From an optimization exercise on the open Yosys and OpenROAD flow, aimed at small area, a short achievable clock period and few clock cycles per item; shortcuts taken in it are not production practice.
Only simulation tests tie the RTL to the original design; equivalence was not proved.

<file path="flow/design.v">
package aesPkg;
    typedef logic [7:0]               byteT;
    typedef logic [32-1:0]   wordT;
    typedef logic [127:0]             stateT;
    typedef logic [3:0]               roundT;
    typedef logic [8-1:0]   apbAddrT;
    typedef logic [6:0]               segT;   
    typedef logic [4*3-1:0] bcdT;
    function automatic byteT xtime(byteT b);
        xtime = {b[6:0], 1'b0} ^ (b[7] ? 8'h1b : 8'h00);
    endfunction
    function automatic byteT rconFor(roundT n);
        case (n)
            4'd0:    rconFor = 8'h01;
            4'd1:    rconFor = 8'h02;
            4'd2:    rconFor = 8'h04;
            4'd3:    rconFor = 8'h08;
            4'd4:    rconFor = 8'h10;
            4'd5:    rconFor = 8'h20;
            4'd6:    rconFor = 8'h40;
            4'd7:    rconFor = 8'h80;
            4'd8:    rconFor = 8'h1b;
            default: rconFor = 8'h36;
        endcase
    endfunction
endpackage
`timescale 1ns/1ps
module aesSbox (
    input  aesPkg::byteT in,
    output aesPkg::byteT out
);
    logic U0, U1, U2, U3, U4, U5, U6, U7;
    logic T1, T2, T3, T4, T5, T6, T7, T8, T9, T10, T11, T12;
    logic T13, T14, T15, T16, T17, T18, T19, T20, T21, T22, T23, T24;
    logic T25, T26, T27, M1, M2, M3, M4, M5, M6, M7, M8, M9;
    logic M10, M11, M12, M13, M14, M15, M16, M17, M18, M19, M20, M21;
    logic M22, M23, M24, M25, M26, M27, M28, M29, M30, M32, M33, M35;
    logic M36, M37, M38, M39, M40, M41, M42, M43, M44, M45, M46, M47;
    logic M48, M49, M50, M51, M52, M53, M54, M55, M56, M57, M58, M59;
    logic M60, M61, M62, M63, L0, L1, L2, L3, L4, L5, L6, L7;
    logic L8, L9, L10, L11, L12, L13, L14, L15, L16, L17, L18, L19;
    logic L20, L21, L22, L23, L24, L25, L26, L27, L28, L29;
    assign {U0, U1, U2, U3, U4, U5, U6, U7} = in;
    aesXor2 uT1 (.a(U0), .b(U3), .y(T1));
    aesXor2 uT2 (.a(U0), .b(U5), .y(T2));
    aesXor2 uT3 (.a(U0), .b(U6), .y(T3));
    aesXor2 uT4 (.a(U3), .b(U5), .y(T4));
    aesXor2 uT5 (.a(U4), .b(U6), .y(T5));
    aesXor2 uT6 (.a(T1), .b(T5), .y(T6));
    aesXor2 uT7 (.a(U1), .b(U2), .y(T7));
    aesXor2 uT8 (.a(U7), .b(T6), .y(T8));
    aesXor2 uT9 (.a(U7), .b(T7), .y(T9));
    aesXor2 uT10 (.a(T6), .b(T7), .y(T10));
    aesXor2 uT11 (.a(U1), .b(U5), .y(T11));
    aesXor2 uT12 (.a(U2), .b(U5), .y(T12));
    aesXor2 uT13 (.a(T3), .b(T4), .y(T13));
    aesXor2 uT14 (.a(T6), .b(T11), .y(T14));
    aesXor2 uT15 (.a(T5), .b(T11), .y(T15));
    aesXor2 uT16 (.a(T5), .b(T12), .y(T16));
    aesXor2 uT17 (.a(T9), .b(T16), .y(T17));
    aesXor2 uT18 (.a(U3), .b(U7), .y(T18));
    aesXor2 uT19 (.a(T7), .b(T18), .y(T19));
    aesXor2 uT20 (.a(T1), .b(T19), .y(T20));
    aesXor2 uT21 (.a(U6), .b(U7), .y(T21));
    aesXor2 uT22 (.a(T7), .b(T21), .y(T22));
    aesXor2 uT23 (.a(T2), .b(T22), .y(T23));
    aesXor2 uT24 (.a(T2), .b(T10), .y(T24));
    aesXor2 uT25 (.a(T20), .b(T17), .y(T25));
    aesXor2 uT26 (.a(T3), .b(T16), .y(T26));
    aesXor2 uT27 (.a(T1), .b(T12), .y(T27));
    aesNand2 uM1 (.a(T13), .b(T6), .y(M1));
    aesNand2 uM2 (.a(T23), .b(T8), .y(M2));
    aesXnor2 uM3 (.a(T14), .b(M1), .y(M3));
    aesNand2 uM4 (.a(T19), .b(U7), .y(M4));
    aesXor2 uM5 (.a(M4), .b(M1), .y(M5));
    aesNand2 uM6 (.a(T3), .b(T16), .y(M6));
    aesNand2 uM7 (.a(T22), .b(T9), .y(M7));
    aesXnor2 uM8 (.a(T26), .b(M6), .y(M8));
    aesNand2 uM9 (.a(T20), .b(T17), .y(M9));
    aesXor2 uM10 (.a(M9), .b(M6), .y(M10));
    aesNand2 uM11 (.a(T1), .b(T15), .y(M11));
    aesNand2 uM12 (.a(T4), .b(T27), .y(M12));
    aesXor2 uM13 (.a(M12), .b(M11), .y(M13));
    aesNand2 uM14 (.a(T2), .b(T10), .y(M14));
    aesXor2 uM15 (.a(M14), .b(M11), .y(M15));
    aesXnor2 uM16 (.a(M3), .b(M2), .y(M16));
    aesXor2 uM17 (.a(M5), .b(T24), .y(M17));
    aesXnor2 uM18 (.a(M8), .b(M7), .y(M18));
    aesXor2 uM19 (.a(M10), .b(M15), .y(M19));
    aesXor2 uM20 (.a(M16), .b(M13), .y(M20));
    aesXor2 uM21 (.a(M17), .b(M15), .y(M21));
    aesXor2 uM22 (.a(M18), .b(M13), .y(M22));
    aesXor2 uM23 (.a(M19), .b(T25), .y(M23));
    aesXor2 uM24 (.a(M22), .b(M23), .y(M24));
    aesNand2 uM25 (.a(M22), .b(M20), .y(M25));
    aesXnor2 uM26 (.a(M21), .b(M25), .y(M26));
    aesXor2 uM27 (.a(M20), .b(M21), .y(M27));
    aesXnor2 uM28 (.a(M23), .b(M25), .y(M28));
    aesNand2 uM29 (.a(M28), .b(M27), .y(M29));
    aesNand2 uM30 (.a(M26), .b(M24), .y(M30));
    aesNand3 uM32 (.a(M27), .b(M20), .c(M23), .y(M32));
    aesXnor2 uM33 (.a(M27), .b(M25), .y(M33));
    aesNand3 uM35 (.a(M24), .b(M21), .c(M22), .y(M35));
    aesXnor2 uM36 (.a(M24), .b(M25), .y(M36));
    aesXnor2 uM37 (.a(M21), .b(M29), .y(M37));
    aesXnor2 uM38 (.a(M32), .b(M33), .y(M38));
    aesXnor2 uM39 (.a(M23), .b(M30), .y(M39));
    aesXnor2 uM40 (.a(M35), .b(M36), .y(M40));
    aesXor2 uM41 (.a(M38), .b(M40), .y(M41));
    aesXor2 uM42 (.a(M37), .b(M39), .y(M42));
    aesXor2 uM43 (.a(M37), .b(M38), .y(M43));
    aesXor2 uM44 (.a(M39), .b(M40), .y(M44));
    aesXor2 uM45 (.a(M42), .b(M41), .y(M45));
    aesNand2 uM46 (.a(M44), .b(T6), .y(M46));
    aesNand2 uM47 (.a(M40), .b(T8), .y(M47));
    aesNand2 uM48 (.a(M39), .b(U7), .y(M48));
    aesNand2 uM49 (.a(M43), .b(T16), .y(M49));
    aesNand2 uM50 (.a(M38), .b(T9), .y(M50));
    aesNand2 uM51 (.a(M37), .b(T17), .y(M51));
    aesNand2 uM52 (.a(M42), .b(T15), .y(M52));
    aesNand2 uM53 (.a(M45), .b(T27), .y(M53));
    aesNand2 uM54 (.a(M41), .b(T10), .y(M54));
    aesNand2 uM55 (.a(M44), .b(T13), .y(M55));
    aesNand2 uM56 (.a(M40), .b(T23), .y(M56));
    aesNand2 uM57 (.a(M39), .b(T19), .y(M57));
    aesNand2 uM58 (.a(M43), .b(T3), .y(M58));
    aesNand2 uM59 (.a(M38), .b(T22), .y(M59));
    aesNand2 uM60 (.a(M37), .b(T20), .y(M60));
    aesNand2 uM61 (.a(M42), .b(T1), .y(M61));
    aesNand2 uM62 (.a(M45), .b(T4), .y(M62));
    aesNand2 uM63 (.a(M41), .b(T2), .y(M63));
    aesXor2 uL0 (.a(M61), .b(M62), .y(L0));
    aesXor2 uL1 (.a(M50), .b(M56), .y(L1));
    aesXor2 uL2 (.a(M46), .b(M48), .y(L2));
    aesXor2 uL3 (.a(M47), .b(M55), .y(L3));
    aesXor2 uL4 (.a(M54), .b(M58), .y(L4));
    aesXor2 uL5 (.a(M49), .b(M61), .y(L5));
    aesXnor2 uL6 (.a(M62), .b(L5), .y(L6));
    aesXnor2 uL7 (.a(M46), .b(L3), .y(L7));
    aesXor2 uL8 (.a(M51), .b(M59), .y(L8));
    aesXor2 uL9 (.a(M52), .b(M53), .y(L9));
    aesXnor2 uL10 (.a(M53), .b(L4), .y(L10));
    aesXnor2 uL11 (.a(M60), .b(L2), .y(L11));
    aesXor2 uL12 (.a(M48), .b(M51), .y(L12));
    aesXnor2 uL13 (.a(M50), .b(L0), .y(L13));
    aesXor2 uL14 (.a(M52), .b(M61), .y(L14));
    aesXnor2 uL15 (.a(M55), .b(L1), .y(L15));
    aesXnor2 uL16 (.a(M56), .b(L0), .y(L16));
    aesXnor2 uL17 (.a(M57), .b(L1), .y(L17));
    aesXnor2 uL18 (.a(M58), .b(L8), .y(L18));
    aesXnor2 uL19 (.a(M63), .b(L4), .y(L19));
    aesXor2 uL20 (.a(L0), .b(L1), .y(L20));
    aesXor2 uL21 (.a(L1), .b(L7), .y(L21));
    aesXor2 uL22 (.a(L3), .b(L12), .y(L22));
    aesXor2 uL23 (.a(L18), .b(L2), .y(L23));
    aesXor2 uL24 (.a(L15), .b(L9), .y(L24));
    aesXor2 uL25 (.a(L6), .b(L10), .y(L25));
    aesXor2 uL26 (.a(L7), .b(L9), .y(L26));
    aesXor2 uL27 (.a(L8), .b(L10), .y(L27));
    aesXor2 uL28 (.a(L11), .b(L14), .y(L28));
    aesXor2 uL29 (.a(L11), .b(L17), .y(L29));
    aesXor2 uS0 (.a(L6), .b(L24), .y(out[7]));
    aesXnor2 uS1 (.a(L16), .b(L26), .y(out[6]));
    aesXnor2 uS2 (.a(L19), .b(L28), .y(out[5]));
    aesXor2 uS3 (.a(L6), .b(L21), .y(out[4]));
    aesXor2 uS4 (.a(L20), .b(L22), .y(out[3]));
    aesXor2 uS5 (.a(L25), .b(L29), .y(out[2]));
    aesXnor2 uS6 (.a(L13), .b(L27), .y(out[1]));
    aesXnor2 uS7 (.a(L6), .b(L23), .y(out[0]));
endmodule
module aesXor2 (
    input  logic a,
    input  logic b,
    output logic y
);
    assign y = a ^ b;
endmodule
module aesXnor2 (
    input  logic a,
    input  logic b,
    output logic y
);
    assign y = ~(a ^ b);
endmodule
module aesNand2 (
    input  logic a,
    input  logic b,
    output logic y
);
    assign y = ~(a & b);
endmodule
module aesNor2 (
    input  logic a,
    input  logic b,
    output logic y
);
    assign y = ~(a | b);
endmodule
module aesNand3 (
    input  logic a,
    input  logic b,
    input  logic c,
    output logic y
);
    assign y = ~(a & b & c);
endmodule
module aesXnorW #(parameter int W = 8) (
    input  logic [W-1:0] a,
    input  logic [W-1:0] b,
    output logic [W-1:0] y
);
    assign y = ~(a ^ b);
endmodule
module aesOai22 (
    input  logic a1,
    input  logic a2,
    input  logic b1,
    input  logic b2,
    output logic y
);
    assign y = ~((a1 | a2) & (b1 | b2));
endmodule
module aesAo22 (
    input  logic a1,
    input  logic a2,
    input  logic b1,
    input  logic b2,
    output logic y
);
    assign y = a1 & a2 | b1 & b2;
endmodule
module aesAoi222 (
    input  logic a1,
    input  logic a2,
    input  logic b1,
    input  logic b2,
    input  logic c1,
    input  logic c2,
    output logic y
);
    assign y = ~(a1 & a2 | b1 & b2 | c1 & c2);
endmodule
module aesNand4 (
    input  logic a,
    input  logic b,
    input  logic c,
    input  logic d,
    output logic y
);
    assign y = ~(a & b & c & d);
endmodule
module aesXorW #(parameter int W = 8) (
    input  logic [W-1:0] a,
    input  logic [W-1:0] b,
    output logic [W-1:0] y
);
    assign y = a ^ b;
endmodule
`timescale 1ns/1ps
module aesKeySchedule (
    input  aesPkg::stateT keyN,
    input  aesPkg::byteT  rcon,
    output aesPkg::stateT nextKey
);
    aesPkg::wordT rotW;
    aesPkg::wordT subW;
    aesPkg::wordT p0N;    
    aesPkg::wordT p1;     
    aesPkg::wordT w23;    
    assign rotW = ~{keyN[23:0], keyN[31:24]};
    for (genvar i = 0; i < 4; i++) begin : gSubWord
        aesSbox uSbox (
            .in  (rotW[8*i +: 8]),
            .out (subW[8*i +: 8])
        );
    end
    aesXorW #(.W(8))  uRcon (.a(keyN[127:120]), .b(rcon), .y(p0N[31:24]));
    assign p0N[23:0] = keyN[119:96];
    aesXorW #(.W(32)) uP1  (.a(p0N), .b(keyN[95:64]), .y(p1));
    aesXorW #(.W(32)) uW23 (.a(keyN[63:32]), .b(keyN[31:0]), .y(w23));
    aesXnorW #(.W(32)) uW0 (.a(subW), .b(p0N), .y(nextKey[127:96]));
    aesXorW  #(.W(32)) uW1 (.a(subW), .b(p1),  .y(nextKey[95:64]));
    aesXnorW #(.W(32)) uW2 (.a(nextKey[95:64]), .b(keyN[63:32]), .y(nextKey[63:32]));
    aesXorW  #(.W(32)) uW3 (.a(nextKey[95:64]), .b(w23), .y(nextKey[31:0]));
endmodule
`timescale 1ns/1ps
module aesRoundEngine (
    input  logic          clk,
    input  logic          rstN,
    input  logic          load,
    input  aesPkg::stateT loadKey,
    input  aesPkg::stateT loadBlock,
    output logic          lastRound,
    output logic          idle,
    output aesPkg::stateT finalOut
);
    aesPkg::roundT round;
    aesPkg::stateT stateRegN;
    aesPkg::stateT keyRegN;
    aesPkg::stateT stateNextN;
    aesPkg::stateT keyNextN;
    logic          loadN;
    aesPkg::stateT addKey;
    aesPkg::stateT shifted;
    aesPkg::stateT mixed;
    aesPkg::stateT nextKey;
    aesPkg::byteT  subB [16];
    assign lastRound = round == 4'd9;
    assign idle      = round == 4'd10;
    aesKeySchedule uKeySched (
        .keyN    (keyRegN),
        .rcon    (aesPkg::rconFor(round)),
        .nextKey (nextKey)
    );
    aesXorW #(.W(128)) uAddKey (.a(stateRegN), .b(keyRegN), .y(addKey));
    for (genvar i = 0; i < 16; i++) begin : gSubShift
        aesSbox uSbox (
            .in  (addKey[127-8*i -: 8]),
            .out (subB[i])
        );
        assign shifted[127-8*i -: 8] = subB[(i % 4) + 4 * (((i / 4) + (i % 4)) % 4)];
    end
    for (genvar c = 0; c < 4; c++) begin : gMix
        aesMixColumn uMix (.col(shifted[127-32*c -: 32]), .mixed(mixed[127-32*c -: 32]));
    end
    aesXorW #(.W(128)) uFinal (.a(shifted), .b(nextKey), .y(finalOut));
    always_ff @(posedge clk or negedge rstN) begin
        if (!rstN)
            round <= 4'd10;
        else if (load)
            round <= '0;
        else if (!idle)
            round <= round + 1'b1;
    end
    assign loadN = ~load;
    for (genvar i = 0; i < 128; i++) begin : gNext
        aesOai22 uStateMux (.a1(mixed[i]), .a2(load), .b1(loadBlock[i]), .b2(loadN),
                            .y(stateNextN[i]));
        aesOai22 uKeyMux (.a1(nextKey[i]), .a2(load), .b1(loadKey[i]), .b2(loadN),
                          .y(keyNextN[i]));
    end
    always_ff @(posedge clk) begin
        stateRegN <= stateNextN;
        keyRegN   <= keyNextN;
    end
endmodule
module aesMixColumn (
    input  aesPkg::wordT col,
    output aesPkg::wordT mixed
);
    aesPkg::byteT b [4];
    aesPkg::byteT p [4];    
    aesPkg::byteT q [4];    
    aesPkg::byteT x [4];    
    logic [2:0]   xr [4];
    for (genvar i = 0; i < 4; i++) begin : gByte
        assign b[i] = col[31-8*i -: 8];
    end
    for (genvar i = 0; i < 4; i++) begin : gCol
        aesXorW #(.W(8)) uP (.a(b[i]), .b(b[(i+1)%4]), .y(p[i]));
        aesXorW #(.W(8)) uQ (.a(p[(i+1)%4]), .b(b[(i+3)%4]), .y(q[i]));
        aesXorW #(.W(3)) uX (.a({p[i][3], p[i][2], p[i][0]}), .b({3{p[i][7]}}), .y(xr[i]));
        assign x[i] = {p[i][6:4], xr[i][2:1], p[i][1], xr[i][0], p[i][7]};
        aesXorW #(.W(8)) uO (.a(q[i]), .b(x[i]), .y(mixed[31-8*i -: 8]));
    end
endmodule
`timescale 1ns/1ps
module aesApbRegs (
    input  logic    clk,
    input  logic    rstN,
    input  aesPkg::apbAddrT paddr,
    input  logic    psel,
    input  logic    penable,
    input  logic    pwrite,
    input  aesPkg::wordT    pwdata,
    output aesPkg::wordT    prdata,
    output logic    pready,
    output logic    pslverr,
    output logic    coreLoad,
    output aesPkg::stateT   coreKey,
    output aesPkg::stateT   coreBlock,
    input  logic    coreLast,
    input  logic    coreIdle,
    input  aesPkg::stateT   coreResult,
    output aesPkg::byteT    resultByte
);
    aesPkg::stateT      keyReg;
    aesPkg::stateT      blockReg;
    aesPkg::stateT      resultReg;
    logic       doneBit;
    logic       busy;        
    logic       pend;        
    logic       access;
    logic       err;
    logic       wrOk;
    logic       startAcc;
    logic       finish;
    logic       merge;       
    logic       wrKB;        
    logic       hitCtrl, hitStatus, hitKey, hitBlock, hitResult;
    logic [1:0] word;
    assign access    = psel && penable;
    assign pready    = 1'b1;  
    assign word      = paddr[3:2];  
    assign hitCtrl   = paddr == 8'h00;
    assign hitStatus = paddr == 8'h04;
    assign hitKey    = paddr[1:0] == 2'b00 && paddr[7:4] == 4'h1;
    assign hitBlock  = paddr[1:0] == 2'b00 && paddr[7:4] == 4'h2;
    assign hitResult = paddr[1:0] == 2'b00 && paddr[7:4] == 4'h3;
    always_comb begin
        err = 1'b0;
        if (!(hitCtrl || hitStatus || hitKey || hitBlock || hitResult))
            err = 1'b1;
        else if (pwrite && (hitStatus || hitResult))
            err = 1'b1;  
        else if (pwrite && busy && (hitCtrl || hitKey || hitBlock))
            err = 1'b1;  
    end
    assign pslverr  = access && err;
    assign wrOk     = access && pwrite && !err;
    assign startAcc = wrOk && hitCtrl && pwdata[0];
    assign merge    = psel && pwrite && !busy && (hitKey || hitBlock);
    assign wrKB     = merge && penable;
    assign finish   = coreLast && (busy || startAcc);
    aesPkg::wordT wdata;
    assign wdata = rstN ? pwdata : '0;
    logic [3:0] selKey, selKeyN, selBlock, selBlockN;
    for (genvar w = 0; w < 4; w++) begin : gMerge
        assign selKey[w]    = !rstN || (merge && hitKey && word == 2'(w));
        assign selBlock[w]  = !rstN || (merge && hitBlock && word == 2'(w));
        assign selKeyN[w]   = ~selKey[w];
        assign selBlockN[w] = ~selBlock[w];
        for (genvar j = 0; j < 32; j++) begin : gBit
            aesAo22 uKey (.a1(wdata[31-j]), .a2(selKey[w]), .b1(keyReg[127-32*w-j]),
                          .b2(selKeyN[w]), .y(coreKey[127-32*w-j]));
            aesAo22 uBlock (.a1(wdata[31-j]), .a2(selBlock[w]), .b1(blockReg[127-32*w-j]),
                            .b2(selBlockN[w]), .y(coreBlock[127-32*w-j]));
        end
    end
    assign coreLoad = (merge && !penable) || (wrKB != pend) || (startAcc && coreIdle);
    logic [3:0]   selRdK, selRdB, selRdR;
    logic         selRdS;
    logic [3:0]   rdG [32];
    logic [1:0]   status;
    logic [1:0]   statusG;
    logic [1:0]   rdLow;
    for (genvar w = 0; w < 4; w++) begin : gRdSel
        assign selRdK[w] = paddr[5:4] == 2'd1 && word == 2'(w);
        assign selRdB[w] = paddr[5:4] == 2'd2 && word == 2'(w);
        assign selRdR[w] = paddr[5:4] == 2'd3 && word == 2'(w);
    end
    assign selRdS = paddr[5:4] == 2'd0 && paddr[2];
    assign status = {doneBit, busy};
    for (genvar j = 0; j < 32; j++) begin : gRd
        aesAoi222 uG0 (.a1(keyReg[127-j]),    .a2(selRdK[0]), .b1(keyReg[95-j]),     .b2(selRdK[1]),
                       .c1(keyReg[63-j]),     .c2(selRdK[2]), .y(rdG[j][0]));
        aesAoi222 uG1 (.a1(keyReg[31-j]),     .a2(selRdK[3]), .b1(blockReg[127-j]),  .b2(selRdB[0]),
                       .c1(blockReg[95-j]),   .c2(selRdB[1]), .y(rdG[j][1]));
        aesAoi222 uG2 (.a1(blockReg[63-j]),   .a2(selRdB[2]), .b1(blockReg[31-j]),   .b2(selRdB[3]),
                       .c1(resultReg[127-j]), .c2(selRdR[0]), .y(rdG[j][2]));
        aesAoi222 uG3 (.a1(resultReg[95-j]),  .a2(selRdR[1]), .b1(resultReg[63-j]),  .b2(selRdR[2]),
                       .c1(resultReg[31-j]),  .c2(selRdR[3]), .y(rdG[j][3]));
        if (j < 30) begin : gHigh
            aesNand4 uOr (.a(rdG[j][0]), .b(rdG[j][1]), .c(rdG[j][2]), .d(rdG[j][3]),
                          .y(prdata[31-j]));
        end else begin : gLow
            assign statusG[31-j] = ~(status[31-j] && selRdS);
            assign rdLow[31-j]   = rdG[j][0] && rdG[j][1] && rdG[j][2] && rdG[j][3];
            assign prdata[31-j]  = ~(rdLow[31-j] && statusG[31-j]);
        end
    end
    aesPkg::stateT resultNext;
    logic          resLoad, resHold;
    assign resLoad = rstN && finish;
    assign resHold = rstN && !finish;
    for (genvar j = 0; j < 128; j++) begin : gRes
        aesAo22 uRes (.a1(coreResult[j]), .a2(resLoad), .b1(resultReg[j]), .b2(resHold),
                      .y(resultNext[j]));
    end
    always_ff @(posedge clk) begin
        keyReg    <= coreKey;
        blockReg  <= coreBlock;
        resultReg <= resultNext;
    end
    always_ff @(posedge clk or negedge rstN) begin
        if (!rstN) begin
            doneBit    <= 1'b0;
            busy       <= 1'b0;
            pend       <= 1'b0;
        end else begin
            pend <= merge && !penable;
            if (finish) begin
                doneBit <= 1'b1;
                busy    <= 1'b0;
            end else if (startAcc) begin
                doneBit <= 1'b0;
                busy    <= 1'b1;
            end
        end
    end
    assign resultByte = resultReg[7:0];
endmodule
`timescale 1ns/1ps
module aesSegDisplay (
    input  aesPkg::byteT                 value,
    output logic [3*7-1:0]     segOut
);
    function automatic logic [3:0] add3(logic [3:0] a);
        logic t00, t01, t02, t03, t04, t05, t06, t07, t08, t09, t10, t11;
        logic [3:0] y;
        t11 = a[2] & ~(a[0]);
        t00 = a[3] | t11;
        t01 = a[0] | ~(a[3]);
        t02 = a[1] & ~(a[3]);
        t03 = t01 & ~(t02);
        y[2] = t00 & t03;
        t04 = t11 | ~(t02);
        y[1] = ~(t01 & t04);
        t05 = a[2] | ~(a[0]);
        t06 = a[3] | t05;
        t07 = ~(t11 & t02);
        t08 = t06 & t07;
        y[0] = ~(t01 & t08);
        t09 = a[0] | a[1];
        t10 = a[2] & t09;
        y[3] = a[3] | t10;
        add3 = y;
    endfunction
    function automatic logic [6:0] seg7(logic [3:0] a);
        logic t00, t01, t02, t03, t04, t05, t06, t07, t08, t09, t10, t11, t12;
        logic [6:0] y;
        t00 = a[1] | a[0];
        t01 = a[2] & ~(a[1]);
        t02 = ~(a[1] & a[0]);
        t03 = a[2] & t02;
        t04 = ~(a[3] | t03);
        y[5] = t00 & t04;
        t05 = t01 & ~(a[3]);
        y[4] = a[0] | t05;
        t06 = ~(a[2] & t00);
        t07 = ~(t00 & t03);
        t08 = a[2] | ~(a[1]);
        t09 = ~(a[2] | a[0]);
        t10 = ~(a[3] | t09);
        t11 = t08 & t10;
        y[3] = t07 & t11;
        t12 = a[0] | a[3];
        y[2] = ~(t08 | t12);
        y[1] = ~(a[3] | t07);
        y[0] = t06 & t11;
        y[6] = t04 & t08;
        seg7 = y;
    endfunction
    function automatic logic [6:0] seg3(logic [1:0] a);
        logic [6:0] y;
        y[2] = a[1] & ~(a[0]);
        y[6] = a[0] | ~(a[1]);
        y[0] = a[0] & ~(a[1]);
        y[5] = a[0] ^ a[1];
        { y[4:3], y[1] } = { y[0], y[0], 1'h0 };
        seg3 = y;
    endfunction
    logic [3:0] c1, c2, c3, c4, c5, c6, c7;
    assign c1 = add3({1'b0, value[7:5]});
    assign c2 = add3({c1[2:0], value[4]});
    assign c3 = add3({c2[2:0], value[3]});
    assign c4 = add3({c3[2:0], value[2]});
    assign c5 = add3({c4[2:0], value[1]});
    assign c6 = add3({1'b0, c1[3], c2[3], c3[3]});
    assign c7 = add3({c6[2:0], c4[3]});
    assign segOut[20:14] = seg3({c6[3], c7[3]});
    assign segOut[13:7]  = seg7({c7[2:0], c5[3]});
    assign segOut[6:0]   = seg7({c5[2:0], value[0]});
endmodule
`timescale 1ns/1ps
module aesTop (
    input  logic        clk,
    input  logic        rstN,
    input  aesPkg::apbAddrT     paddr,
    input  logic        psel,
    input  logic        penable,
    input  logic        pwrite,
    input  aesPkg::wordT        pwdata,
    output aesPkg::wordT        prdata,
    output logic        pready,
    output logic        pslverr,
    output logic [20:0] segOut
);
    aesPkg::byteT resultByte;
    logic  coreLoad;
    aesPkg::stateT coreKey;
    aesPkg::stateT coreBlock;
    logic  coreLast;
    logic  coreIdle;
    aesPkg::stateT coreResult;
    aesApbRegs uRegs (
        .clk        (clk),
        .rstN       (rstN),
        .paddr      (paddr),
        .psel       (psel),
        .penable    (penable),
        .pwrite     (pwrite),
        .pwdata     (pwdata),
        .prdata     (prdata),
        .pready     (pready),
        .pslverr    (pslverr),
        .coreLoad   (coreLoad),
        .coreKey    (coreKey),
        .coreBlock  (coreBlock),
        .coreLast   (coreLast),
        .coreIdle   (coreIdle),
        .coreResult (coreResult),
        .resultByte (resultByte)
    );
    aesRoundEngine uEngine (
        .clk       (clk),
        .rstN      (rstN),
        .load      (coreLoad),
        .loadKey   (coreKey),
        .loadBlock (coreBlock),
        .lastRound (coreLast),
        .idle      (coreIdle),
        .finalOut  (coreResult)
    );
    aesSegDisplay uDisplay (
        .value  (resultByte),
        .segOut (segOut)
    );
endmodule
</file>
<file path="flow/config.mk">
export PLATFORM = sky130hd
export DESIGN_NAME = aesTop
export DESIGN_NICKNAME = aesTop
export VERILOG_FILES = /design/flow/design.v
export SDC_FILE = /design/flow/constraint.sdc
export NUM_CORES = 4
export LEC_CHECK = 0
export CAP_MARGIN = 20
export CELL_PAD_IN_SITES_DETAIL_PLACEMENT = 2
export CELL_PAD_IN_SITES_GLOBAL_PLACEMENT = 2
export CORE_MARGIN = 2
export CORE_UTILIZATION = 35
export PLACE_DENSITY = 0.45
export SETUP_SLACK_MARGIN = 0.8
export SLEW_MARGIN = 20
export SYNTH_HIERARCHICAL = 1
</file>
<file path="flow/constraint.sdc">
create_clock -name core_clock -period 8.0 [get_ports {clk}]
set_input_delay 1.6000 -clock core_clock [delete_from_list [all_inputs] [get_ports {clk}]]
set_output_delay 1.6000 -clock core_clock [all_outputs]
set_load 0.01 [all_outputs]
</file>
<file path="flow/run.sh">
#!/bin/bash
# synth_recipe.tcl (not shown) runs the flow's synth.tcl, then flattens the netlist and writes it again
# the make line also repeats each setting of config.mk as NAME=value (left out here)
make -C /OpenROAD-flow-scripts/flow DESIGN_CONFIG=/design/flow/config.mk WORK_HOME=/design/flow/orfs CLKGATE_MAP_FILE= SYNTH_SCRIPT=/design/flow/synth_recipe.tcl finish
</file>
==> metrics.md, run 1 <==
| Metric | Value |
|---|---|
| Cell mode on critical path | xor2_1 |
| Initial Util | roughly a third |
| First drt pass iteration count | 10 |
| Rel. slew slack | between 20 and 25% |
| Hpwl dp | 169.4 mm |
| Final Setup Violations | 0 |
| TritonCTS clock tree | built |
| Die W | around 380 um |
| Worst setup EP type | register |
| Post-synthesis cell count | about 5200 |
| IO Port Bufs | between 90 and 100 |
| Critical-path cell list | xor2_1, xor2_2, xor2_1, xor2_1, nand2_1, xor2_1, xor2_1, xor2_1, xor2_1, nand2_1, xnor2_1, xor2_1, xor2_1, nand2_1, xor2_1, xnor2_1, xnor2_2, buf_4, xor2_1, xor2_1, xor2_1, o22ai_1 |
| Row Count | about 140 |
| Cts hold-fix bufs | 0 |
| Clock tree sinks | between 600 and 700 |
| Num CTS Buffers | 78 |
| RSZ-0062 raised after global routing | true |
| Cell accounting for the most synthesized area | xor2_1 |
| Final Critical Period | 7.003 ns |
| Synth cell types | 76 |
| First-pass GRT wire length | 319.1 mm |
| Initial DRC Count | 3072 |
| CP Buf/Inv Count | 1 |
| CP Launch Type | register |
| Fmax | 142.8 MHz |
| Post-synth EDFFs | 0 |
| Clock root buffer | clkbuf_16 |
| CP required | 8.43 ns |
| Layout Utilization | 42.11% |
| Critical path's top delay family | XOR/XNOR gates |
| DIE HEIGHT | about 380 um |
| Async set-reset flop share out of synthesis | 1.082% |
| I/O pin count | 100 |
| CP max-delay cell | xor2_1 |
| Reg2reg start | uEngine.keyRegN[46]$_DFF_P_ |
| Worst-path fanout max | 4 |
| RD Place Congestion | 0.8967 |
| Max_cap viols | 0 |
| Area occupied by multi-input gates | between 30000 and 40000 um^2 |
| PnR worst setup slack | 0.9974 ns |
| Synth Area per Inst | 9.287 um^2 |
| Clock transition at path regs | about 0.06 ns |
| Placed cells | 7307 |
| Worst EP arrival | about 7.4 ns |
| Post-synth top cells | xor2_1, dfxtp_1, nand2_1 |
| GRT Overall Usage | between 30% and 40% |
| Total die area | 141000 um^2 |
| Drt total wl | 221.6 mm |
| FF+latch area | 12990 um^2 |
| Final hold violation count | 0 |
| Most common cell in the netlist | xor2_1 |
| Worst hold path class | reg2reg |
| Worst-margin pin slew | around 1.2 ns |
| Post-synth top area share | 39.61% |
| Vias per cell | roughly 5.5 |
| Clock skew | 0.04059 ns |
| Routed Antenna Nets | 0 |
| Vias | 41130 |
| Worst skew pair latency | 0.67 ns |
| Final Max Slew Viols | 0 |
| Synthesized net count | approximately 5300 |
| Share of the clock period used by the worst path | a little under 90% |
| #FFs+latches synth | between 600 and 700 |
| Largest net degree at the start of global routing | 169 |
| Most area-consuming cells after synthesis | xor2_1, dfxtp_1, xnor2_1 |
| Grt total ovfl | 0 |
| Setup total negative slack | 0 ns |
| P&R area growth vs syn | 19.70% |
| Vias in the first global route | 43990 |
| Non-Filler Instances | 7450 |
| Cell area after synthesis | between 40000 and 50000 um^2 |
| Antenna violations before repair | 6 |
| Min-Delay Startpoint | uRegs.resultReg[53]$_DFF_P_ |
| Fin nets | between 5000 and 6000 |
| Wire per inst | 29.75 um |
| Max Buffers Root-to-Sink | 3 |
| Setup CP Type | reg2reg |
| Setup Buffers After CTS | 0 |
| Status | complete, no violations |
| Layout fillers | about 15000 |
| Layout cells sized above 1 | 11.09% |
| DRC | 0 |
| Pre-CTS setup slack | 0.4991 ns |
| Yosys warnings | 19 |
| Top_reg_cell synth | dfxtp_1 |
| # H-tree levels | 3 |
| Sequential area share after synthesis | 26.89% |
| CP startpoint | uEngine.keyRegN[46]$_DFF_P_ |
| CP peak stage delay | 0.45 ns |
| Core Region | roughly 140000 um^2 |
[modules after synthesis, one instance, submodules excluded, a selection]
| module | cell area [um^2] | cells | flops+latches |
|---|---|---|---|
| aesNand2 | 3.754 | 1 | 0 |
| aesApbRegs | 8493 | 508 | 387 |
| aesSegDisplay | 1071 | 159 | 0 |
| aesRoundEngine | 5497 | 297 | 260 |
| aesAo22 | 8.758 | 1 | 0 |
| aesNand4 | 6.256 | 1 | 0 |
| aesNand3 | 5.005 | 1 | 0 |
| aesXor2 | 8.758 | 1 | 0 |
[timing repair]
item,CTS,global route
pin swaps,0,1
cloned,0,0
endpoints found under the hold margin,0,0
resized for setup,31,176
setup endpoints to repair,44,180
[final timing paths]
check                                            endpoint  slack [ns]  cells after the start
max                        uEngine.stateRegN[121]$_DFF_P_         1.0                     22
max in group asynchronous            uRegs.pend$_DFF_PN0_        6.11                      2
min in group asynchronous    uEngine.round[2]$_DFFE_PN0P_        1.50                      2
min                           uRegs.resultReg[53]$_DFF_P_        0.48                      1
min reg2reg                   uRegs.resultReg[53]$_DFF_P_        0.48                      1
max reg2reg                uEngine.stateRegN[121]$_DFF_P_         1.0                     22
[placed cells by master (no fill, tap or decap), types with 5 or more instances in the layout]
| master | n |
|---|---|
| xor2_1 | 2044 |
| dfxtp_1 | 639 |
| nand2_1 | 623 |
| xnor2_1 | 532 |
| a22o_1 | 385 |
| o22ai_1 | 255 |
| buf_4 | 246 |
| xor2_2 | 133 |
| a222oi_1 | 128 |
| clkdlybuf4s50_1 | 96 |
| clkbuf_16 | 81 |
| xnor2_2 | 54 |
| inv_1 | 48 |
| nand3_1 | 47 |
| and2_1 | 34 |
| nand4_1 | 33 |
| clkbuf_8 | 19 |
| clkbuf_1 | 17 |
| nor2_1 | 15 |
| nor2_4 | 14 |
| nand2b_1 | 13 |
| clkinv_2 | 10 |
| a21oi_1 | 9 |
| xor2_4 | 9 |
| nor3_1 | 8 |
| ha_1 | 8 |
| o21ai_4 | 8 |
| bufinv_16 | 8 |
| o21ai_1 | 7 |
| nor2b_1 | 7 |
| buf_12 | 7 |
| or3_1 | 6 |
| o21ai_0 | 6 |
| nand3b_1 | 6 |
| dfrtp_1 | 5 |
[area by class of cell]
class	instances	area share, %
inverter	49	0.3311
clock inverter	23	0.6015
clock buffer	117	4.068
antenna	3	0.01298
multi-input combinational	4468	63.54
tap	1794	3.882
sequential	647	22.47
timing repair buffer	349	5.098
[state kept, by name, indices dropped and copies added (netlist names)]
register / flops
uEngine.keyRegN: 128
uEngine.round: 4
uEngine.stateRegN: 128
uRegs.blockReg: 128
uRegs.busy: 1
uRegs.doneBit: 1
uRegs.keyReg: 128
uRegs.pend: 1
uRegs.resultReg: 128
[kinds of logic (layout without fill, tap and decap cells)]
family / after synthesis / in the layout / share of synthesized area, %
multiplexers: 4 / 4 / 0.09582
other: 2 / 5 / 0.01555
XOR/XNOR: 2775 / 2775 / 50.33
flip-flops: 647 / 647 / 26.89
AND/OR/NAND/NOR: 830 / 830 / 7.376
adder cells (fa/ha/maj): 8 / 8 / 0.2072
AO/OA/AOI/OAI: 849 / 849 / 14.20
buffers and inverters: 87 / 538 / 0.8884
[per-layer routing]
| metal | wire (um) | up-vias | GRT usage (%) |
|---|---|---|---|
| met2 | 103600 | 1150 | 50.82 |
| li1 | - | 18470 | - |
| met1 | 99580 | 21250 | 41.64 |
| met4 | 6920 | 6 | 8.578 |
| met5 | 46 | - | 0 |
| met3 | 11530 | 258 | 3.564 |
[per-stage QoR]
step	hold slack (ns)	cell area, um^2
2_1_floorplan	0.4418	48330
3_3_place_gp	0.4565	53530
3_5_place_dp	0.4576	53530
4_1_cts	0.4763	56470
5_1_grt	0.4968	57820
6_report	0.4783	57830
Testbench counts, summed over its fixed seeds: cycles 10,368, blocks 384.
==> inputs of run 2 (changes only) <==
==> flow/config.mk (replaced) <==
export PLATFORM = sky130hd
export DESIGN_NAME = aesTop
export DESIGN_NICKNAME = aesTop
export VERILOG_FILES = /design/flow/design.v
export SDC_FILE = /design/flow/constraint.sdc
export NUM_CORES = 4
export LEC_CHECK = 0
export CAP_MARGIN = 5
export CELL_PAD_IN_SITES_DETAIL_PLACEMENT = 2
export CELL_PAD_IN_SITES_GLOBAL_PLACEMENT = 2
export CORE_MARGIN = 2
export CORE_UTILIZATION = 35
export PLACE_DENSITY = 0.45
export SETUP_SLACK_MARGIN = 1
export SLEW_MARGIN = 5
export SYNTH_HIERARCHICAL = 1
==> run 2 against run 1 <==
- count of clock-buffer cells in the layout stayed put
- wire length up 0.25%
- non-clock buffer count is 17 higher
- still clean on timing, DRC and antenna
- cell area grew 2.0%
- critical path type is now in2out
- flip-flop and latch count did not move
==> metrics.md, run 2 <==
| Metric | Value |
|---|---|
| Initial Util | 35.18% (unchanged) |
| CP peak stage delay | 0.81 ns (+0.36 ns) |
| CP required | 6.40 ns (-2.03 ns) |
| Core Region | 137300 um^2 (unchanged) |
| Largest net degree at the start of global routing | 169 (unchanged) |
| P&R area growth vs syn | 22.11% |
| IO Port Bufs | 97 (unchanged) |
| Share of the clock period used by the worst path | 85.63% (-1.9 points) |
| RSZ-0062 raised after global routing | true |
| Worst setup EP type | output port |
| Final hold violation count | 0 (unchanged) |
| Initial DRC Count | 3212 (+4.6%) |
| Max Buffers Root-to-Sink | 3 (unchanged) |
| Vias | 41020 (-0.26%) |
| Grt met1 use | 41.75% (+0.11 points) |
| Vias per cell | 5.495 (-0.46%) |
| Rel. slew slack | 21.52% (-0.31 points) |
| M3 GR Usage | 3.518% (-0.046 points) |
| I/O pin count | 100 (unchanged) |
| Cell area after synthesis | 48310 um^2 (unchanged) |
| Pre-CTS setup slack | 0.4991 ns (unchanged) |
| Yosys warnings | 19 (unchanged) |
| Final Max Slew Viols | 0 (unchanged) |
| Total die area | 141000 um^2 (unchanged) |
| Worst hold path class | reg2reg |
| Layout cells sized above 1 | 13.30% (+2.2 points) |
| Final Setup Violations | 0 (unchanged) |
| PnR worst setup slack | 1.149 ns (+0.1518 ns) |
| Row Count | 136 (unchanged) |
| Hpwl dp | 169.4 mm (unchanged) |
| Placed inst area | 53530 um^2 (unchanged) |
| Drt total wl | 222.2 mm (+0.25%) |
| Max_cap viols | 0 (unchanged) |
| RD Place Congestion | 0.8967 (unchanged) |
| Worst skew pair latency | 0.67 ns (about the same) |
| Fin nets | 5663 (+0.30%) |
| Routed Antenna Nets | 0 (unchanged) |
| Worst-margin pin slew | 1.173 ns (+0.0002326 ns) |
| CP max-delay cell | nor2_4 |
| Cts hold-fix bufs | 0 (unchanged) |
| Num CTS Buffers | 78 (unchanged) |
| Synthesized net count | 5255 (unchanged) |
| Met2 GRT Util | 50.73% (-0.084 points) |
| Commonest cells after routing, fill and taps aside | xor2_1, dfxtp_1, nand2_1 |
| Worst EP arrival | 5.25 ns (-2.19 ns) |
| DRC | 0 (unchanged) |
| Most common cell in the netlist | xor2_1 |
| Antenna violations before repair | 6 (unchanged) |
| Top Usage Layer GRT | met2 |
| Critical path's top delay family | simple AND/OR/NAND/NOR gates |
| Clock skew | 0.04007 ns (-0.0005172 ns) |
| Sequential area share after synthesis | 26.89% (unchanged) |
| Synth cell types | 76 (unchanged) |
| Async set-reset flop share out of synthesis | 1.082% (unchanged) |
| Most common cell after layout, fill and taps aside | xor2_1 |
| Cell accounting for the most synthesized area | xor2_1 |
| Layout fillers | 14720 (-0.81%) |
| Post-synthesis cell count | 5202 (unchanged) |
| Setup CP Type | in2out |
| Setup total negative slack | 0 ns (unchanged) |
| Cell mode on critical path | clkdlybuf4s50_1 |
| DIE HEIGHT | 375.5 um (unchanged) |
| First drt pass iteration count | 7 (-3) |
| CP Launch Type | input port |
| FF+latch area | 13000 um^2 (about the same) |
| Most area-consuming cells after synthesis | xor2_1, dfxtp_1, xnor2_1 |
| Post-synth EDFFs | 0 (unchanged) |
| TritonCTS clock tree | built |
| CP Buf/Inv Count | 3 (+2) |
| Post-synth top cells | xor2_1, dfxtp_1, nand2_1 |
| Vias in the first global route | 44040 (+0.12%) |
| Status | complete, no violations |
| Final Critical Period | 6.851 ns (-0.1518 ns) |
| Area occupied by multi-input gates | 37780 um^2 (+2.8%) |
| # H-tree levels | 3 (unchanged) |
| Wire per inst | 29.77 um (about the same) |
| Worst-path fanout max | 17 (+13) |
| Post-synth top area share | 39.61% (unchanged) |
| Critical-path cell list | clkdlybuf4s50_1, nand2b_1, nor2_4, buf_4, a222oi_1, nand4_1, clkdlybuf4s50_1 |
| Fin area | 58990 um^2 (+2.0%) |
| Top_reg_cell synth | dfxtp_1 |
| First-pass GRT wire length | 319.5 mm (+0.12%) |
| Die W | 375.5 um (unchanged) |
| Clock transition at path regs | 0.05 ns (about the same) |
| Fmax | 146.0 MHz (+2.2%) |
| Grt total ovfl | 0 (unchanged) |
| Layout Utilization | 42.96% (+0.85 points) |
| Synth Area per Inst | 9.287 um^2 (unchanged) |
| Clock root buffer | clkbuf_16 |
| #FFs+latches synth | 647 (unchanged) |
| Clock tree sinks | 647 (unchanged) |
| GRT Overall Usage | 30.65% (+0.055 points) |
[run 2: cell count changes in the layout (fill, tap and decap cells not counted), sizes merged]
cell,before,now
buf,253,270
diode,3,1
[run 2: layout make-up]
cell class	instances	share of cell area (%)
diodes	1	0.004242
multi-input cells	4468	64.05
inverters	49	0.3245
clock buffers	117	3.987
flip-flops and latches	647	22.03
clock inverters	23	0.5896
well taps	1794	3.805
repair buffers	366	5.213
[run 2: cell families (layout without fill, tap and decap cells)]
kind of cell,count (synthesis),after routing,synth area share (%)
flops,647,647,26.89
fa+ha+maj,8,8,0.2072
simple gates,830,830,7.376
compound gates,849,849,14.20
xor+xnor,2775,2775,50.33
mux,4,4,0.09582
buf+inv,87,555,0.8884
other cells,2,3,0.01555
[run 2: what timing repair did]
action | in CTS | in global routing
pin swaps | 0 | 15
resized for setup | 76 | 263
buffers inserted | 0 | 17
cloned | 0 | 0
endpoints found under the setup margin | 99 | 233
[run 2: per-stage QoR]
stage | hold slack [ns] | instances
2_1_floorplan | 0.4418 | 5202
3_3_place_gp | 0.4565 | 7307
3_5_place_dp | 0.4576 | 7307
4_1_cts | 0.4763 | 7447
5_1_grt | 0.4969 | 7464
6_report | 0.4785 | 7465
[run 2: metal layers]
metal,vias up,routed length [um]
li1,18430,-
met2,1092,103700
met5,-,41
met4,6,7283
met1,21240,100500
met3,263,10670
[run 2: worst paths after layout]
path                                              start                              to  slack [ns]  depth (start not counted)
setup / recovery                               paddr[2]                      prdata[28]        1.15                          7
hold / removal              uRegs.resultReg[32]$_DFF_P_     uRegs.resultReg[32]$_DFF_P_        0.48                          1
setup reg to reg           uEngine.keyRegN[122]$_DFF_P_  uEngine.stateRegN[121]$_DFF_P_        1.28                         23
hold reg to reg             uRegs.resultReg[32]$_DFF_P_     uRegs.resultReg[32]$_DFF_P_        0.48                          1
max in group asynchronous                          rstN            uRegs.pend$_DFF_PN0_        6.11                          2
min in group asynchronous                          rstN    uEngine.round[2]$_DFFE_PN0P_        1.50                          2
[run 2: per-module statistics from Yosys, one instance, submodules excluded, a selection]
module	cell area, um^2	flops+latches
aesNand2	3.754	0
aesXnor2	8.758	0
aesKeySchedule	120.1	0
aesNand3	5.005	0
aesAoi222	10.01	0
aesOai22	6.256	0
aesApbRegs	8493	387
aesXor2	8.758	0
aesNand4	6.256	0
aesAo22	8.758	0
aesSegDisplay	1071	0
aesRoundEngine	5497	260
==> inputs of run 3 (changes only) <==
--- a/flow/config.mk
+++ b/flow/config.mk
@@ -5,12 +5,14 @@
 export SDC_FILE = /design/flow/constraint.sdc
 export NUM_CORES = 4
 export LEC_CHECK = 0
-export CAP_MARGIN = 5
+export CAP_MARGIN = 20
 export CELL_PAD_IN_SITES_DETAIL_PLACEMENT = 2
 export CELL_PAD_IN_SITES_GLOBAL_PLACEMENT = 2
 export CORE_MARGIN = 2
 export CORE_UTILIZATION = 35
+export CTS_CLUSTER_DIAMETER = 100
+export CTS_CLUSTER_SIZE = 20
 export PLACE_DENSITY = 0.45
 export SETUP_SLACK_MARGIN = 1
-export SLEW_MARGIN = 5
+export SLEW_MARGIN = 20
 export SYNTH_HIERARCHICAL = 1
==> run 3 against run 2 <==
- largest cell class unchanged
- critical endpoint unchanged
- synthesized cell count unchanged
- clock skew up 0.017 ns
- critical path type unchanged
- still clean on timing, DRC and antenna
==> metrics.md, run 3 <==
| Metric | Value |
|---|---|
| Share of the clock period used by the worst path | 86.06% (+0.42 points) |
| Synthesized net count | 5255 (unchanged) |
| Reg2reg end | uEngine.stateRegN[116]$_DFF_P_ |
| Rel. slew slack | 24.91% (+3.4 points) |
| Yosys warnings | 19 (unchanged) |
| Synth Area per Inst | 9.287 um^2 (unchanged) |
| Register-to-Register Path Depth | 21 (-8.7%) |
| Hpwl dp | 169.4 mm (unchanged) |
| Post-synth top area share | 39.61% (unchanged) |
| Final Setup Violations | 0 (unchanged) |
| Core Region | 137300 um^2 (unchanged) |
| Wire per inst | 29.96 um (+0.65%) |
| Cell accounting for the most synthesized area | xor2_1 |
| Routed wl met3 | 9.866 mm (-7.5%) |
| Cell depth of the worst setup path | 7 (unchanged) |
| Commonest cells after routing, fill and taps aside | xor2_1, dfxtp_1, nand2_1 |
| Initial Util | 35.18% (unchanged) |
| GRT Overall Usage | 30.41% (-0.24 points) |
| RD Place Congestion | 0.8967 (unchanged) |
| DRC | 0 (unchanged) |
| # H-tree levels | 2 (-1) |
| Clock transition at path regs | 0.09 ns (+0.04 ns) |
| CP max-delay cell | nor2_4 |
| Most common cell in the netlist | xor2_1 |
| Num CTS Buffers | 42 (-46%) |
| Hold Slack | 0.4867 ns (+0.008223 ns) |
| RSZ-0062 raised after global routing | true |
| Worst EP arrival | 5.28 ns (+0.03 ns) |
| Total die area | 141000 um^2 (unchanged) |
| Final Max Slew Viols | 0 (unchanged) |
| FF+latch area | 13000 um^2 (about the same) |
| TritonCTS clock tree | built |
| Setup CP Type | in2out |
| DIE HEIGHT | 375.5 um (unchanged) |
| Cell mode on critical path | clkdlybuf4s50_1 |
| DR WL met2 | 103.8 mm (+0.14%) |
| Cell area after synthesis | 48310 um^2 (unchanged) |
| P&R area growth vs syn | 18.98% |
| CP Launch Type | input port |
| Clock root buffer | clkbuf_16 |
| Setup total negative slack | 0 ns (unchanged) |
| Routed Antenna Nets | 0 (unchanged) |
| Final hold violation count | 0 (unchanged) |
| Status | complete, no violations |
| Worst-margin pin slew | 1.122 ns (-0.05070 ns) |
| CP Buf/Inv Count | 3 (unchanged) |
| Wire length on met1 | 100.7 mm (+0.20%) |
| Async set-reset flop share out of synthesis | 1.082% (unchanged) |
| Reg2reg start | uEngine.keyRegN[1]$_DFF_P_ |
| Most common cell after layout, fill and taps aside | xor2_1 |
| Vias in the first global route | 43550 (-1.1%) |
| Clock skew | 0.05757 ns (+0.01750 ns) |
| #FFs+latches synth | 647 (unchanged) |
| Max Used Layer | met5 |
| Flop-to-flop setup slack | 1.27 ns (about the same) |
| Top_reg_cell synth | dfxtp_1 |
| Initial DRC Count | 3453 (+7.5%) |
| Area occupied by multi-input gates | 37780 um^2 (about the same) |
| PnR worst setup slack | 1.115 ns (-0.03387 ns) |
| Post-synthesis cell count | 5202 (unchanged) |
| Pre-CTS setup slack | 0.4991 ns (unchanged) |
| Synth cell types | 76 (unchanged) |
| Row Count | 136 (unchanged) |
| Most area-consuming cells after synthesis | xor2_1, dfxtp_1, xnor2_1 |
| IO Port Bufs | 97 (unchanged) |
| Max_cap viols | 0 (unchanged) |
| Vias per cell | 5.515 (+0.36%) |
| CP peak stage delay | 0.82 ns (about the same) |
| Antenna violations before repair | 10 (+4) |
| Fin nets | 5622 (-0.72%) |
| Clock tree sinks | 647 (unchanged) |
| Critical path's top delay family | buffers and inverters |
| Worst hold path class | reg2reg |
| Layout fillers | 14840 (+0.83%) |
| Worst skew pair latency | 0.66 ns (about the same) |
| Post-synth top cells | xor2_1, dfxtp_1, nand2_1 |
| Critical-path cell list | clkdlybuf4s50_1, nand2b_1, nor2_4, buf_4, a222oi_1, nand4_1, clkdlybuf4s50_1 |
| Worst-path fanout max | 17 (unchanged) |
| Fmax | 145.3 MHz (-0.49%) |
| Critical Path End | prdata[28] |
| CP required | 6.40 ns (about the same) |
| Die W | 375.5 um (unchanged) |
| Grt total ovfl | 0 (unchanged) |
| Worst setup EP type | output port |
| Largest net degree at the start of global routing | 169 (unchanged) |
| I/O pin count | 100 (unchanged) |
| First-pass GRT wire length | 317.4 mm (-0.66%) |
| Post-synth EDFFs | 0 (unchanged) |
| Sequential area share after synthesis | 26.89% (unchanged) |
| Final Critical Period | 6.885 ns (+0.03387 ns) |
| Layout cells sized above 1 | 12.29% (-1.0 points) |
| Drt total wl | 221.0 mm (-0.54%) |
| First drt pass iteration count | 8 (+1) |
| Max Buffers Root-to-Sink | 3 (unchanged) |
| CP startpoint | paddr[2] |
| Vias | 40690 (-0.82%) |
==> run 3: cell counts after synthesis <==
Identical to the previous run, type by type.
==> run 3: final cells by class <==
cell class / count / area share (%)
multi-input combinational: 4468 / 65.73
sequential: 647 / 22.62
timing repair buffer: 361 / 5.285
tap: 1794 / 3.905
clock buffer: 45 / 1.883
inverter: 49 / 0.3330
clock inverter: 12 / 0.2460
antenna: 1 / 0.004354
==> run 3: what timing repair did <==
item / CTS / global route
hold buffers: 0 / 0
buffers inserted: 0 / 12
pin swaps: 0 / 15
endpoints found under the setup margin: 108 / 224
gates resized for setup: 81 / 261
==> run 3: per-layer routing <==
layer / global-route usage [%] / vias up
met5: 0 / -
met4: 8.570 / 8
met3: 3.115 / 232
met2: 50.60 / 1012
met1: 41.57 / 21130
li1: - / 18300
==> run 3: per-module statistics from Yosys, one instance, submodules excluded, a selection <==
module | cell area (um^2) | copies in the design
aesXnor2 | 8.758 | 520
aesKeySchedule | 120.1 | 1
aesApbRegs | 8493 | 1
aesAoi222 | 10.01 | 128
aesNand3 | 5.005 | 40
aesXor2 | 8.758 | 1360
aesNand4 | 6.256 | 30
aesAo22 | 8.758 | 384
aesRoundEngine | 5497 | 1
aesNand2 | 3.754 | 600
==> run 3: metrics by stage <==
step	util, %	std cells	instance area, um^2
floorplan	-	5202	48330
global placement	38.98	7307	53530
detailed placement	38.98	7307	53530
CTS	40.33	7364	55380
global route	41.86	7377	57480
finish	41.86	7377	57480
==> run 3: cells by family after synthesis <==
family	after synthesis	share of synthesized area [%]
other cells	2	0.01555
mux	4	0.09582
buf+inv	87	0.8884
fa+ha+maj	8	0.2072
flops	647	26.89
xor+xnor	2775	50.33
compound gates	849	14.20
simple gates	830	7.376
==> run 3: worst register-to-register path, cell delays in order (launching register included) <==
cell	delay [ns]
dfxtp_1	0.53
xor2_2	0.32
xor2_2	0.32
xor2_2	0.32
xor2_1	0.35
nand2_1	0.12
xor2_1	0.28
xor2_1	0.26
xor2_2	0.32
xor2_1	0.31
nand2_1	0.14
xnor2_2	0.36
xor2_1	0.23
nand2_1	0.16
xor2_1	0.22
xnor2_1	0.39
xor2_1	0.21
xor2_1	0.52
xor2_1	0.35
xor2_1	0.28
xor2_1	0.36
o22ai_1	0.18
==> run 3: worst min path at each step <==
stage	from	to	slack, ns	cells after the start
6_report	uRegs.resultReg[22]$_DFF_P_	uRegs.resultReg[22]$_DFF_P_	0.49	1
5_1_grt	uRegs.resultReg[111]$_DFF_P_	uRegs.resultReg[111]$_DFF_P_	0.50	1
4_1_cts	uRegs.resultReg[53]$_DFF_P_	uRegs.resultReg[53]$_DFF_P_	0.48	1
3_5_place_dp	uRegs.resultReg[34]$_DFF_P_	uRegs.resultReg[34]$_DFF_P_	0.46	1
3_3_place_gp	uRegs.resultReg[66]$_DFF_P_	uRegs.resultReg[66]$_DFF_P_	0.46	1
2_1_floorplan	uRegs.resultReg[64]$_DFF_P_	uRegs.resultReg[64]$_DFF_P_	0.44	1
==> inputs of run 4 (changes only) <==
--- a/flow/config.mk
+++ b/flow/config.mk
@@ -10,8 +10,8 @@
 export CELL_PAD_IN_SITES_GLOBAL_PLACEMENT = 2
 export CORE_MARGIN = 2
 export CORE_UTILIZATION = 35
-export CTS_CLUSTER_DIAMETER = 100
-export CTS_CLUSTER_SIZE = 20
+export CTS_CLUSTER_DIAMETER = 80
+export CTS_CLUSTER_SIZE = 16
 export PLACE_DENSITY = 0.45
 export SETUP_SLACK_MARGIN = 1
 export SLEW_MARGIN = 20
==> run 4 against run 3 <==
- non-clock buffer count up 3
- wire length up 0.15%
- critical endpoint unchanged
- register-to-register slack about the same
- setup slack better by 0.019 ns
- still clean
- critical path type unchanged
- cell area up 0.74%
==> metrics.md, run 4 <==
| Metric | Value |
|---|---|
| Post-synthesis cell count | 5202 (unchanged) |
| Most area-consuming cells after synthesis | xor2_1, dfxtp_1, xnor2_1 |
| CP peak stage delay | 0.80 ns (-0.02 ns) |
| # H-tree levels | 2 (unchanged) |
| Drt total wl | 221.3 mm (+0.15%) |
| Commonest cells after routing, fill and taps aside | xor2_1, dfxtp_1, nand2_1 |
| CP Buf/Inv Count | 3 (unchanged) |
| I/O pin count | 100 (unchanged) |
| Clock tree sinks | 647 (unchanged) |
| Most common cell after layout, fill and taps aside | xor2_1 |
| Wire per inst | 29.93 um (about the same) |
| Grt met1 use | 41.70% (+0.13 points) |
| Post-synth top cells | xor2_1, dfxtp_1, nand2_1 |
| Critical-path cell list | clkdlybuf4s50_1, nand2b_1, nor2_4, buf_4, a222oi_1, nand4_1, clkdlybuf4s50_1 |
| Num CTS Buffers | 51 (+21%) |
| CP required | 6.40 ns (about the same) |
| Final Max Slew Viols | 0 (unchanged) |
| First-pass GRT wire length | 317.3 mm (about the same) |
| Layout cells sized above 1 | 12.52% (+0.23 points) |
| Fin nets | 5634 (+0.21%) |
| CP startpoint | paddr[2] |
| Core Region | 137300 um^2 (unchanged) |
| Worst skew pair latency | 0.67 ns (about the same) |
| Largest net degree at the start of global routing | 169 (unchanged) |
| Routed Antenna Nets | 0 (unchanged) |
| Status | complete, no violations |
| Critical path's top delay family | buffers and inverters |
| Final Critical Period | 6.866 ns (-0.01907 ns) |
| Cell area after synthesis | 48310 um^2 (unchanged) |
| Worst-path fanout max | 17 (unchanged) |
| Total die area | 141000 um^2 (unchanged) |
| Top_reg_cell synth | dfxtp_1 |
| Vias | 40810 (+0.29%) |
| Cell mode on critical path | clkdlybuf4s50_1 |
| Hold Slack | 0.4827 ns (-0.004004 ns) |
| Initial Util | 35.18% (unchanged) |
| Final Setup Violations | 0 (unchanged) |
| Vias per cell | 5.518 (about the same) |
| Antenna violations before repair | 6 (-4) |
| Post-synth top area share | 39.61% (unchanged) |
| IO Port Bufs | 97 (unchanged) |
| Worst setup EP type | output port |
| Clock root buffer | clkbuf_16 |
| Top Usage Layer GRT | met2 |
| Flop-to-flop setup slack | 1.27 ns (about the same) |
| Final hold violation count | 0 (unchanged) |
| Synthesized net count | 5255 (unchanged) |
| CP max-delay cell | nor2_4 |
| Area occupied by multi-input gates | 37830 um^2 (+0.14%) |
| Vias in the first global route | 43610 (+0.14%) |
| Cts hold-fix bufs | 0 (unchanged) |
| First drt pass iteration count | 7 (-1) |
| Synth cell types | 76 (unchanged) |
| Layout fillers | 14800 (-0.24%) |
| Die W | 375.5 um (unchanged) |
| Async set-reset flop share out of synthesis | 1.082% (unchanged) |
| Setup CP Type | in2out |
| Rel. slew slack | 21.84% (-3.1 points) |
| Fmax | 145.7 MHz (+0.28%) |
| Most common cell in the netlist | xor2_1 |
| Max Buffers Root-to-Sink | 3 (unchanged) |
| DRC | 0 (unchanged) |
| Synth Area per Inst | 9.287 um^2 (unchanged) |
| Met2 GRT Util | 50.75% (+0.15 points) |
| Min-Delay Startpoint | uRegs.resultReg[22]$_DFF_P_ |
| Initial DRC Count | 3081 (-11%) |
| Worst hold path class | reg2reg |
| Row Count | 136 (unchanged) |
| RSZ-0062 raised after global routing | true |
| Yosys warnings | 19 (unchanged) |
| Cell accounting for the most synthesized area | xor2_1 |
| Worst EP arrival | 5.27 ns (about the same) |
| GRT Overall Usage | 30.40% (about the same) |
| RD Place Congestion | 0.8967 (unchanged) |
| Reg2reg start | uEngine.keyRegN[25]$_DFF_P_ |
| Max_cap viols | 0 (unchanged) |
| Clock skew | 0.04030 ns (-0.01727 ns) |
| Sequential area share after synthesis | 26.89% (unchanged) |
| DIE HEIGHT | 375.5 um (unchanged) |
| FF+latch area | 13000 um^2 (about the same) |
| CP Launch Type | input port |
| Worst-margin pin slew | 1.168 ns (+0.04587 ns) |
| P&R area growth vs syn | 19.86% |
| TritonCTS clock tree | built |
| Clock transition at path regs | 0.06 ns (-0.03 ns) |
| M3 GR Usage | 2.900% (-0.22 points) |
| Post-synth EDFFs | 0 (unchanged) |
| #FFs+latches synth | 647 (unchanged) |
| Share of the clock period used by the worst path | 85.82% (-0.24 points) |
| Grt total ovfl | 0 (unchanged) |
| Hpwl dp | 169.4 mm (unchanged) |
run 4: layer usage:
metal	routed length, um	up-vias
met3	10760	272
li1	-	18320
met4	7359	6
met1	99750	21100
met2	103400	1106
met5	41	-
run 4: path summary, 6_finish.rpt:
check	to	depth (start not counted)
min	uRegs.resultReg[22]$_DFF_P_	1
max	prdata[28]	7
max in group asynchronous	uRegs.pend$_DFF_PN0_	2
max reg2reg	uEngine.stateRegN[9]$_DFF_P_	23
min reg2reg	uRegs.resultReg[22]$_DFF_P_	1
min in group asynchronous	uEngine.round[2]$_DFFE_PN0P_	2
run 4: repair_timing:
item,in CTS,in global routing
gates resized for setup,82,263
endpoints found under the setup margin,105,223
pin swaps,0,19
buffers inserted,0,15
run 4: cells by family after synthesis:
kind of cell | synth area share [%]
xor gates and xnor gates | 50.33
AOI/OAI and AO/OA | 14.20
and+or+nand+nor | 7.376
DFF | 26.89
buffers and inverters | 0.8884
adders and majority gates | 0.2072
muxes | 0.09582
other | 0.01555
run 4: area by class of cell:
class                           count  area share [%]
Antenna cell                        3         0.01296
Clock buffer                       54           2.297
Clock inverter                     16          0.3717
Inverter                           49          0.3306
Multi-Input combinational cell   4468           65.34
Sequential cell                   647           22.45
Tap cell                         1794           3.876
Timing Repair Buffer              364           5.329
run 4: metrics by stage:
step,cells,worst slack [ns],util (%),instance area (um^2),setup TNS (ns)
after floorplan,5202,-3.465,-,48330,-886.96
after global placement,7307,0.5967,38.98,53530,0
after detailed placement,7307,0.4991,38.98,53530,0
after CTS,7377,0.8952,40.57,55710,0
after global routing,7392,0.8552,42.16,57900,0
final,7395,1.134,42.17,57900,0
run 4: per-module statistics from Yosys, one instance, submodules excluded, excerpt:
| module | times used | flops+latches | area [um^2] |
|---|---|---|---|
| aesXnor2 | 520 | 0 | 8.758 |
| aesRoundEngine | 1 | 260 | 5497 |
| aesNand2 | 600 | 0 | 3.754 |
| aesXor2 | 1360 | 0 | 8.758 |
| aesNand4 | 30 | 0 | 6.256 |
| aesSegDisplay | 1 | 0 | 1071 |
| aesKeySchedule | 1 | 0 | 120.1 |
| aesNand3 | 40 | 0 | 5.005 |
| aesOai22 | 256 | 0 | 6.256 |
| aesAoi222 | 128 | 0 | 10.01 |
| aesApbRegs | 1 | 387 | 8493 |
| aesAo22 | 384 | 0 | 8.758 |

==> what the ideal ports hide <==
How much do the figures lean on ideal ports? The routed layouts below were timed once more, with nothing changed but the port constraints. Step 1 sets driving cells, clkbuf_16 on the clock port and buf_2 on the other inputs (assumed; they add their load-dependent delay and slew). Step 2 adds t to the input delays and takes it off the output delays; t is the mean of the earliest and latest rising clock arrival at the registers after step 1. Input paths then give back, and output paths get back, about the clock's delay inside the block. Three values: ideal, step 1, step 2; two values: the first two.
run | t (ns) | setup slack, ns | worst data-port slew with drivers (ns)
run 1 | 0.726 | 0.997 / 0.997 / 0.997 | 0.05
run 2 | 0.734 | 1.149 / 1.123 / 1.123 | 0.05
run 3 | 0.711 | 1.115 / 1.089 / 1.089 | 0.05
run 4 | 0.730 | 1.134 / 1.108 / 1.108 | 0.05
After both steps every run listed still meets setup and hold.
